Background: an optimization exercise with open tools, aiming at small area, a short achievable clock period and few clock cycles per item. Do not read the settings as production practice. Function was checked by simulation only, so behaviour that the tests miss may differ from the original. Power is estimated from default activity; no workload was simulated.

==> inputs of job 8763 <==
## mac_array_acc
module mac_array_acc #(
  parameter int DATA_WIDTH = 8,
  parameter int ACC_WIDTH  = 32,
  parameter int LANES      = 4,
  parameter int LEN_W      = 16
) (
  input  logic                        clk,
  input  logic                        rst_n,
  input  logic                        start,
  input  logic [LEN_W-1:0]            vec_len,
  input  logic [LANES*ACC_WIDTH-1:0]  bias,
  input  logic                        sat_en,
  input  logic                        in_valid,
  output logic                        in_ready,
  input  logic [LANES*DATA_WIDTH-1:0] operand_a,
  input  logic [LANES*DATA_WIDTH-1:0] operand_b,
  output logic                        out_valid,
  input  logic                        out_ready,
  output logic [LANES*ACC_WIDTH-1:0]  out_data,
  output logic [LANES-1:0]            overflow,
  output logic                        busy
);
==> module mac_array_acc, before the edit <==
module mac_array_acc #(
  parameter int DATA_WIDTH = 8,
  parameter int ACC_WIDTH  = 32,
  parameter int LANES      = 4,
  parameter int LEN_W      = 16
) (
  input  logic                        clk,
  input  logic                        rst_n,
  input  logic                        start,
  input  logic [LEN_W-1:0]            vec_len,
  input  logic [LANES*ACC_WIDTH-1:0]  bias,
  input  logic                        sat_en,
  input  logic                        in_valid,
  output logic                        in_ready,
  input  logic [LANES*DATA_WIDTH-1:0] operand_a,
  input  logic [LANES*DATA_WIDTH-1:0] operand_b,
  output logic                        out_valid,
  input  logic                        out_ready,
  output logic [LANES*ACC_WIDTH-1:0]  out_data,
  output logic [LANES-1:0]            overflow,
  output logic                        busy
);
  logic             r_in_ready;
  logic             r_out_valid;
  logic             r_fin;
  logic [LEN_W-1:0] r_cnt;
  logic             r_sat;
  logic             w_beat, w_load, w_last, w_empty;
  assign busy    = r_in_ready | r_fin | (r_out_valid & ~out_ready);
  assign w_load  = start & ~busy;
  assign w_beat  = in_valid & r_in_ready;
  assign w_last  = (r_cnt == LEN_W'(1));
  assign w_empty = (vec_len == '0);
  always_ff @(posedge clk or negedge rst_n) begin
    if (!rst_n) begin
      r_in_ready  <= 1'b0;
      r_out_valid <= 1'b0;
      r_fin       <= 1'b0;
    end else begin
      r_fin <= w_beat & w_last;
      if (w_load) begin
        r_in_ready  <= ~w_empty;
        r_out_valid <= w_empty;
      end else if (w_beat && w_last) begin
        r_in_ready  <= 1'b0;
      end else if (r_fin) begin
        r_out_valid <= 1'b1;
      end else if (out_ready) begin
        r_out_valid <= 1'b0;
      end
    end
  end
  always_ff @(posedge clk) begin
    if (w_load) begin
      r_cnt <= vec_len;
      r_sat <= sat_en;
    end else if (w_beat) begin
      r_cnt <= r_cnt - 1'b1;
    end
  end
  for (genvar g = 0; g < LANES; g++) begin : g_lane
    logic [DATA_WIDTH-1:0] a_g;
    logic [11:0]           w_be;
    logic [17:0]           w_ra, w_rb, r_ra, r_rb;
    logic [15:0]           s;
    logic                  c;
    logic [1:0]            t0, t1;
    logic [ACC_WIDTH-1:0]  r_acc;
    logic                  r_ovf;
    logic [15:0]           hi, hi_nxt, lo_nxt;
    logic [15:0]           ones_below, zeros_below, m_up, m_dn, m0, m1;
    logic                  up0, dn0, up1, dn1, up, dn, v0, v1, v;
    logic                  is_max, is_min, sat_max, sat_min;
    assign a_g = operand_a[g*DATA_WIDTH +: DATA_WIDTH] & {DATA_WIDTH{w_beat}};
    mac_booth_enc u_enc (
      .b  (operand_b[g*DATA_WIDTH +: DATA_WIDTH]),
      .be (w_be)
    );
    mac_mul_cs u_mul (
      .a  (a_g),
      .be (w_be),
      .ra (w_ra),
      .rb (w_rb)
    );
    always_ff @(posedge clk) begin
      r_ra <= w_ra;
      r_rb <= w_rb;
    end
    mac_acc_cs u_acc (
      .acc (r_acc[15:0]),
      .ra  (r_ra),
      .rb  (r_rb),
      .s   (s),
      .c   (c),
      .t0  (t0),
      .t1  (t1)
    );
    assign hi = r_acc[31:16];
    always_comb begin
      ones_below[0]  = 1'b1;
      zeros_below[0] = 1'b1;
      for (int i = 1; i < 16; i++) begin
        ones_below[i]  = ones_below[i-1] & hi[i-1];
        zeros_below[i] = zeros_below[i-1] & ~hi[i-1];
      end
    end
    assign is_max  = ones_below[15] & ~hi[15];
    assign is_min  = zeros_below[15] & hi[15];
    assign sat_max = r_sat & is_max;
    assign sat_min = r_sat & is_min;
    assign m_up    = ones_below & {16{~sat_max}};
    assign m_dn    = zeros_below & {16{~sat_min}};
    assign up0 = ~t0[1] & t0[0];
    assign dn0 = t0[1];
    assign up1 = ~t1[1] & t1[0];
    assign dn1 = t1[1];
    assign v0  = (up0 & is_max) | (dn0 & is_min);
    assign v1  = (up1 & is_max) | (dn1 & is_min);
    assign m0  = ({16{up0}} & m_up) | ({16{dn0}} & m_dn);
    assign m1  = ({16{up1}} & m_up) | ({16{dn1}} & m_dn);
    assign up  = c ? up1 : up0;
    assign dn  = c ? dn1 : dn0;
    assign v   = c ? v1 : v0;
    assign hi_nxt = hi ^ (c ? m1 : m0);
    assign lo_nxt = (s | {16{up & sat_max}}) & ~{16{dn & sat_min}};
    always_ff @(posedge clk) begin
      if (w_load) begin
        r_acc <= bias[g*ACC_WIDTH +: ACC_WIDTH];
        r_ovf <= 1'b0;
      end else begin
        r_acc <= {hi_nxt, lo_nxt};
        r_ovf <= r_ovf | v;
      end
    end
    assign out_data[g*ACC_WIDTH +: ACC_WIDTH] = r_acc;
    assign overflow[g] = r_ovf;
  end
  assign in_ready  = r_in_ready;
  assign out_valid = r_out_valid;
endmodule
==> flow/config.mk <==
export PLATFORM = sky130hd
export DESIGN_NAME = mac_array_acc
export DESIGN_NICKNAME = mac_array_acc
export VERILOG_FILES = /design/flow/design.v
export SDC_FILE = /design/flow/constraint.sdc
export NUM_CORES = 4
export LEC_CHECK = 0
export ABC_AREA = 1
export CAP_MARGIN = 20
export CORE_MARGIN = 2
export CORE_UTILIZATION = 55
export SETUP_SLACK_MARGIN = 1.6
export SLEW_MARGIN = 20
==> flow/constraint.sdc <==
create_clock -name core_clock -period 5.5 [get_ports {clk}]
set_input_delay 1.1000 -clock core_clock [delete_from_list [all_inputs] [get_ports {clk}]]
set_output_delay 1.1000 -clock core_clock [all_outputs]
set_load 0.01 [all_outputs]
standard.sh (not shown) runs the stock make flow with config.mk's settings and CLKGATE_MAP_FILE= SYNTH_SCRIPT=/design/flow/synth_recipe.tcl, a recipe that flattens the netlist after the stock synthesis.
==> flow/flow/run.sh <==
#!/bin/bash
# The standard layout, with the smallest plain buffer on every port in
# place of the default port buffer cell, and a clock tree without dummy
# loads and with larger sink clusters.
set -euo pipefail
bash standard.sh \
  'BUFFER_PORTS_ARGS=-buffer_cell sky130_fd_sc_hd__buf_1' \
  'CTS_ARGS=-sink_clustering_enable -repair_clock_nets -dont_use_dummy_load -sink_clustering_size 30 -sink_clustering_max_diameter 80' \
  finish > standard.log 2>&1
==> job 2646: changes against job 8763 <==
--- a/flow/design.v
+++ b/flow/design.v
@@ -70,5 +70,5 @@
     logic [15:0]           hi, hi_nxt, lo_nxt;
     logic [15:0]           ones_below, zeros_below, m_up, m_dn, m0, m1;
-    logic                  up0, dn0, up1, dn1, up, dn, v0, v1, v;
+    logic                  up0, dn0, up1, dn1, f1, f0, v0, v1, v;
     logic                  is_max, is_min, sat_max, sat_min;
     assign a_g = operand_a[g*DATA_WIDTH +: DATA_WIDTH] & {DATA_WIDTH{w_beat}};
@@ -119,9 +119,9 @@
     assign m0  = ({16{up0}} & m_up) | ({16{dn0}} & m_dn);
     assign m1  = ({16{up1}} & m_up) | ({16{dn1}} & m_dn);
-    assign up  = c ? up1 : up0;
-    assign dn  = c ? dn1 : dn0;
     assign v   = c ? v1 : v0;
-    assign hi_nxt = hi ^ (c ? m1 : m0);
-    assign lo_nxt = (s | {16{up & sat_max}}) & ~{16{dn & sat_min}};
+    assign hi_nxt = c ? (hi ^ m1) : (hi ^ m0);
+    assign f1  = c ? (up1 & sat_max) : (up0 & sat_max);
+    assign f0  = c ? (dn1 & sat_min) : (dn0 & sat_min);
+    assign lo_nxt = (s | {16{f1}}) & ~{16{f0}};
     always_ff @(posedge clk) begin
       if (w_load) begin
--- a/flow/config.mk
+++ b/flow/config.mk
@@ -9,5 +9,5 @@
 export CAP_MARGIN = 20
 export CORE_MARGIN = 2
-export CORE_UTILIZATION = 55
-export SETUP_SLACK_MARGIN = 1.6
+export CORE_UTILIZATION = 50
+export SETUP_SLACK_MARGIN = 2.4
 export SLEW_MARGIN = 20
==> run summary <==
- In job 2646 the worst hold slack is lower than in job 8763, by 10 ps.
- Of job 2646 and job 8763, job 2646 has the higher via count (gap 2.2%, measured against job 8763).
- Job 8763 finished with timing, DRC and antenna clean. Job 2646 finished with timing, DRC and antenna clean.
- Of job 2646 and job 8763, job 2646 has the higher register-to-register slack (gap 510 ps).
- Flip-flop and latch count is the same in job 2646 and job 8763.
- Between job 2646 and job 8763, the lower cell count is in job 8763 (gap 2.3%, measured against job 8763).
==> figures <==
|  | job 2646 | job 8763 |
|---|---|---|
| Final-layout clock-cell area share | 2.02% | 2.14% |
| Outcome | no timing/DRC/antenna violations | no timing/DRC/antenna violations |
| Total cell area at the placement stage | 20700 um2 | 20600 um2 |
| Number of DRC markers after the initial detailed-route iteration | 994 | 985 |
| Proportion of cell area occupied by multi-input gates | 56.4% | 56.7% |
| Critical path origin | g_lane[2].r_rb[13] | g_lane[3].r_acc[0] |
| Arithmetic-cell share of the synthesized area counting full adders, half adders and majority gates | 19.6% | 19.5% |
| Mapped Avg Cell Area | 7.67 um2 | 7.57 um2 |
| Power consumed by sequential cells | 3.73 mW | 3.70 mW |
| Worst slew pin tran | 950 ps | 1010 ps |
| Switch share | 49.9% | 50.9% |
| Tap cell instance count | 511 | 455 |
Testbench counts of job 8763, summed over its fixed seeds: cycles 5,840, jobs 320.
Testbench counts of job 2646, summed over its fixed seeds: cycles 5,840, jobs 320.

---

==> wip/xenon <==
mac_array_acc with an RTL version that a note above also has.
==> module mac_array_acc, before the edit <==
module mac_array_acc #(
  parameter int DATA_WIDTH = 8,
  parameter int ACC_WIDTH  = 32,
  parameter int LANES      = 4,
  parameter int LEN_W      = 16
) (
  input  logic                        clk,
  input  logic                        rst_n,
  input  logic                        start,
  input  logic [LEN_W-1:0]            vec_len,
  input  logic [LANES*ACC_WIDTH-1:0]  bias,
  input  logic                        sat_en,
  input  logic                        in_valid,
  output logic                        in_ready,
  input  logic [LANES*DATA_WIDTH-1:0] operand_a,
  input  logic [LANES*DATA_WIDTH-1:0] operand_b,
  output logic                        out_valid,
  input  logic                        out_ready,
  output logic [LANES*ACC_WIDTH-1:0]  out_data,
  output logic [LANES-1:0]            overflow,
  output logic                        busy
);
  logic             r_in_ready;
  logic             r_out_valid;
  logic             r_fin;
  logic [LEN_W-1:0] r_cnt;
  logic             r_sat;
  logic             w_beat, w_load, w_last, w_empty;
  assign busy    = r_in_ready | r_fin | (r_out_valid & ~out_ready);
  assign w_load  = start & ~busy;
  assign w_beat  = in_valid & r_in_ready;
  assign w_last  = (r_cnt == LEN_W'(1));
  assign w_empty = (vec_len == '0);
  always_ff @(posedge clk or negedge rst_n) begin
    if (!rst_n) begin
      r_in_ready  <= 1'b0;
      r_out_valid <= 1'b0;
      r_fin       <= 1'b0;
    end else begin
      r_fin <= w_beat & w_last;
      if (w_load) begin
        r_in_ready  <= ~w_empty;
        r_out_valid <= w_empty;
      end else if (w_beat && w_last) begin
        r_in_ready  <= 1'b0;
      end else if (r_fin) begin
        r_out_valid <= 1'b1;
      end else if (out_ready) begin
        r_out_valid <= 1'b0;
      end
    end
  end
  always_ff @(posedge clk) begin
    if (w_load) begin
      r_cnt <= vec_len;
      r_sat <= sat_en;
    end else if (w_beat) begin
      r_cnt <= r_cnt - 1'b1;
    end
  end
  for (genvar g = 0; g < LANES; g++) begin : g_lane
    logic [DATA_WIDTH-1:0] a_g;
    logic [11:0]           w_be;
    logic [17:0]           w_ra, w_rb, r_ra, r_rb;
    logic [15:0]           s;
    logic                  c;
    logic [1:0]            t0, t1;
    logic [ACC_WIDTH-1:0]  r_acc;
    logic                  r_ovf;
    logic [15:0]           hi, hi_nxt, lo_nxt;
    logic [15:0]           ones_below, zeros_below, m_up, m_dn, m0, m1;
    logic                  up0, dn0, up1, dn1, f1, f0, v0, v1, v;
    logic                  is_max, is_min, sat_max, sat_min;
    assign a_g = operand_a[g*DATA_WIDTH +: DATA_WIDTH] & {DATA_WIDTH{w_beat}};
    mac_booth_enc u_enc (
      .b  (operand_b[g*DATA_WIDTH +: DATA_WIDTH]),
      .be (w_be)
    );
    mac_mul_cs u_mul (
      .a  (a_g),
      .be (w_be),
      .ra (w_ra),
      .rb (w_rb)
    );
    always_ff @(posedge clk) begin
      r_ra <= w_ra;
      r_rb <= w_rb;
    end
    mac_acc_cs u_acc (
      .acc (r_acc[15:0]),
      .ra  (r_ra),
      .rb  (r_rb),
      .s   (s),
      .c   (c),
      .t0  (t0),
      .t1  (t1)
    );
    assign hi = r_acc[31:16];
    always_comb begin
      ones_below[0]  = 1'b1;
      zeros_below[0] = 1'b1;
      for (int i = 1; i < 16; i++) begin
        ones_below[i]  = ones_below[i-1] & hi[i-1];
        zeros_below[i] = zeros_below[i-1] & ~hi[i-1];
      end
    end
    assign is_max  = ones_below[15] & ~hi[15];
    assign is_min  = zeros_below[15] & hi[15];
    assign sat_max = r_sat & is_max;
    assign sat_min = r_sat & is_min;
    assign m_up    = ones_below & {16{~sat_max}};
    assign m_dn    = zeros_below & {16{~sat_min}};
    assign up0 = ~t0[1] & t0[0];
    assign dn0 = t0[1];
    assign up1 = ~t1[1] & t1[0];
    assign dn1 = t1[1];
    assign v0  = (up0 & is_max) | (dn0 & is_min);
    assign v1  = (up1 & is_max) | (dn1 & is_min);
    assign m0  = ({16{up0}} & m_up) | ({16{dn0}} & m_dn);
    assign m1  = ({16{up1}} & m_up) | ({16{dn1}} & m_dn);
    assign v   = c ? v1 : v0;
    assign hi_nxt = c ? (hi ^ m1) : (hi ^ m0);
    assign f1  = c ? (up1 & sat_max) : (up0 & sat_max);
    assign f0  = c ? (dn1 & sat_min) : (dn0 & sat_min);
    assign lo_nxt = (s | {16{f1}}) & ~{16{f0}};
    always_ff @(posedge clk) begin
      if (w_load) begin
        r_acc <= bias[g*ACC_WIDTH +: ACC_WIDTH];
        r_ovf <= 1'b0;
      end else begin
        r_acc <= {hi_nxt, lo_nxt};
        r_ovf <= r_ovf | v;
      end
    end
    assign out_data[g*ACC_WIDTH +: ACC_WIDTH] = r_acc;
    assign overflow[g] = r_ovf;
  end
  assign in_ready  = r_in_ready;
  assign out_valid = r_out_valid;
endmodule
export LEC_CHECK = 0
export ABC_AREA = 1
export CAP_MARGIN = 20
export CORE_MARGIN = 2
export CORE_UTILIZATION = 55
export SETUP_SLACK_MARGIN = 2.5
export SLEW_MARGIN = 20
create_clock -name core_clock -period 5.5 [get_ports {clk}]
Scripts as last shown in full above: flow/flow/run.sh
==> wip/umber: changes against wip/xenon <==
Settings changed: SETUP_SLACK_MARGIN 2.5 to 2.2.
==> wip/amber: changes against wip/xenon <==
--- a/flow/design.v
+++ b/flow/design.v
@@ -70,5 +70,5 @@
     logic [15:0]           hi, hi_nxt, lo_nxt;
     logic [15:0]           ones_below, zeros_below, m_up, m_dn, m0, m1;
-    logic                  up0, dn0, up1, dn1, f1, f0, v0, v1, v;
+    logic                  up0, dn0, up1, dn1, up, dn, v0, v1, v;
     logic                  is_max, is_min, sat_max, sat_min;
     assign a_g = operand_a[g*DATA_WIDTH +: DATA_WIDTH] & {DATA_WIDTH{w_beat}};
@@ -119,9 +119,9 @@
     assign m0  = ({16{up0}} & m_up) | ({16{dn0}} & m_dn);
     assign m1  = ({16{up1}} & m_up) | ({16{dn1}} & m_dn);
+    assign up  = c ? up1 : up0;
+    assign dn  = c ? dn1 : dn0;
     assign v   = c ? v1 : v0;
-    assign hi_nxt = c ? (hi ^ m1) : (hi ^ m0);
-    assign f1  = c ? (up1 & sat_max) : (up0 & sat_max);
-    assign f0  = c ? (dn1 & sat_min) : (dn0 & sat_min);
-    assign lo_nxt = (s | {16{f1}}) & ~{16{f0}};
+    assign hi_nxt = hi ^ (c ? m1 : m0);
+    assign lo_nxt = (s | {16{up & sat_max}}) & ~{16{dn & sat_min}};
     always_ff @(posedge clk) begin
       if (w_load) begin
Settings changed: SETUP_SLACK_MARGIN 2.5 to 3.2.
==> wip/tundra: changes against wip/xenon <==
Settings changed: ABC_AREA 1 to 0, SETUP_SLACK_MARGIN 2.5 to 2.4.
==> run summary <==
|  | wip/xenon | wip/tundra | wip/amber | wip/umber |
|---|---|---|---|---|
| Run status | finished clean | finished clean | finished clean | finished clean |
| Power per unit of standard cell area | 753.3 nW/um2 | 652.7 nW/um2 | 789.4 nW/um2 | 719.0 nW/um2 |
| Worst Setup SP | g_lane[1].r_ra[13] | g_lane[3].r_acc[2] | g_lane[2].r_acc[3] | in_valid |
| Post-layout instance area | 23,140 um2 | 25,440 um2 | 27,970 um2 | 21,560 um2 |
| Pin count of the biggest net entering global routing | 88 | 87 | 94 | 77 |
| Switching power summed over all nets | 8.601 mW | 7.645 mW | 11.00 mW | 7.810 mW |
| Chip height | 189.7 um | 201.4 um | 190 um | 189.7 um |
| Setup skew after layout | 0.05842 ns | 0.09089 ns | 0.05683 ns | 0.03940 ns |
| Comb pwr share | 71.3% | 68.9% | 76.7% | 67.8% |
| Count of cell instances traversed by the critical path | 15 | 11 | 18 | 10 |
| Pre-CTS setup slack | 1.374 ns | 1.419 ns | 1.490 ns | 1.233 ns |
| Post-route setup slack | 2.471 ns | 2.279 ns | 2.424 ns | 2.342 ns |
| Period utilisation layout | 55.07% | 58.57% | 55.93% | 57.42% |
| Data arrival time of the critical path | 3.43 ns | 3.66 ns | 3.56 ns | 3.57 ns |
| Fraction of the yosys area taken by sequential cells | 29.28% | 25.89% | 29.17% | 29.28% |
| Clock network power share | 7.4% | 8.5% | 6.0% | 8.0% |
| Share of Yosys cell area claimed by the top area cell type | 26.19% | 23.16% | 26.09% | 26.19% |
| First-pass GRT wire length | 85,660 um | 101,900 um | 95,930 um | 81,970 um |
| Final cell count without fillers | 3,299 | 3,461 | 3,516 | 3,257 |
| Synthesized netlist net count | 2,907 | 3,104 | 2,950 | 2,907 |
| Final cell utilization of the core | 68.66% | 65.97% | 81.58% | 63.98% |
| Filler Cells Inserted | 2,908 | 3,418 | 2,139 | 3,120 |
| Register Area | 5565 um2 | 5574 um2 | 5622 um2 | 5552 um2 |
Testbench counts of wip/xenon, summed over its fixed seeds: cycles 5,840, jobs 320.
Testbench counts of wip/umber, summed over its fixed seeds: cycles 5,840, jobs 320.
Testbench counts of wip/amber, summed over its fixed seeds: cycles 5,840, jobs 320.
Testbench counts of wip/tundra, summed over its fixed seeds: cycles 5,840, jobs 320.

static timing again, ports no longer ideal:
The results above use ideal ports. As a check the final layouts listed here were re-extracted and re-timed, cells and wires unchanged. Step 1 (the two cells are an assumption about what drives the block):
set clk [get_ports {clk}]
set_driving_cell -lib_cell sky130_fd_sc_hd__clkbuf_16 $clk
set_driving_cell -lib_cell sky130_fd_sc_hd__buf_2 [delete_from_list [all_inputs] $clk]
Step 2 adds t to the input delays and takes it off the output delays; t is the mean of the earliest and latest rising clock arrival at the registers after step 1. Input paths then give back, and output paths get back, about the clock's delay inside the block. a / b / c = ideal / step 1 / step 2; a / b = the first two.
run | t (ns) | setup WS [ns] | slew at the worst register clock pin (ns) | worst slew at a driven data input, ns
job 8763 | 0.544 | 1.963 / 1.963 / 1.625 | 0.10 / 0.10 | 0.09
job 2646 | 0.552 | 2.469 / 2.469 / 1.955 | 0.11 / 0.11 | 0.09
wip/xenon | 0.569 | 2.471 / 2.471 / 1.997 | 0.10 / 0.10 | 0.11
wip/umber | 0.557 | 2.342 / 2.339 / 1.781 | 0.10 / 0.10 | 0.11
wip/amber | 0.568 | 2.424 / 2.424 / 2.066 | 0.11 / 0.11 | 0.07
wip/tundra | 0.590 | 2.279 / 2.279 / 1.930 | 0.10 / 0.10 | 0.09
After both steps setup and hold are still met in every run listed. For wip/umber, which loses most, drivers alone change the setup slack by -0.003 ns; drivers and shift together by -0.561 ns.
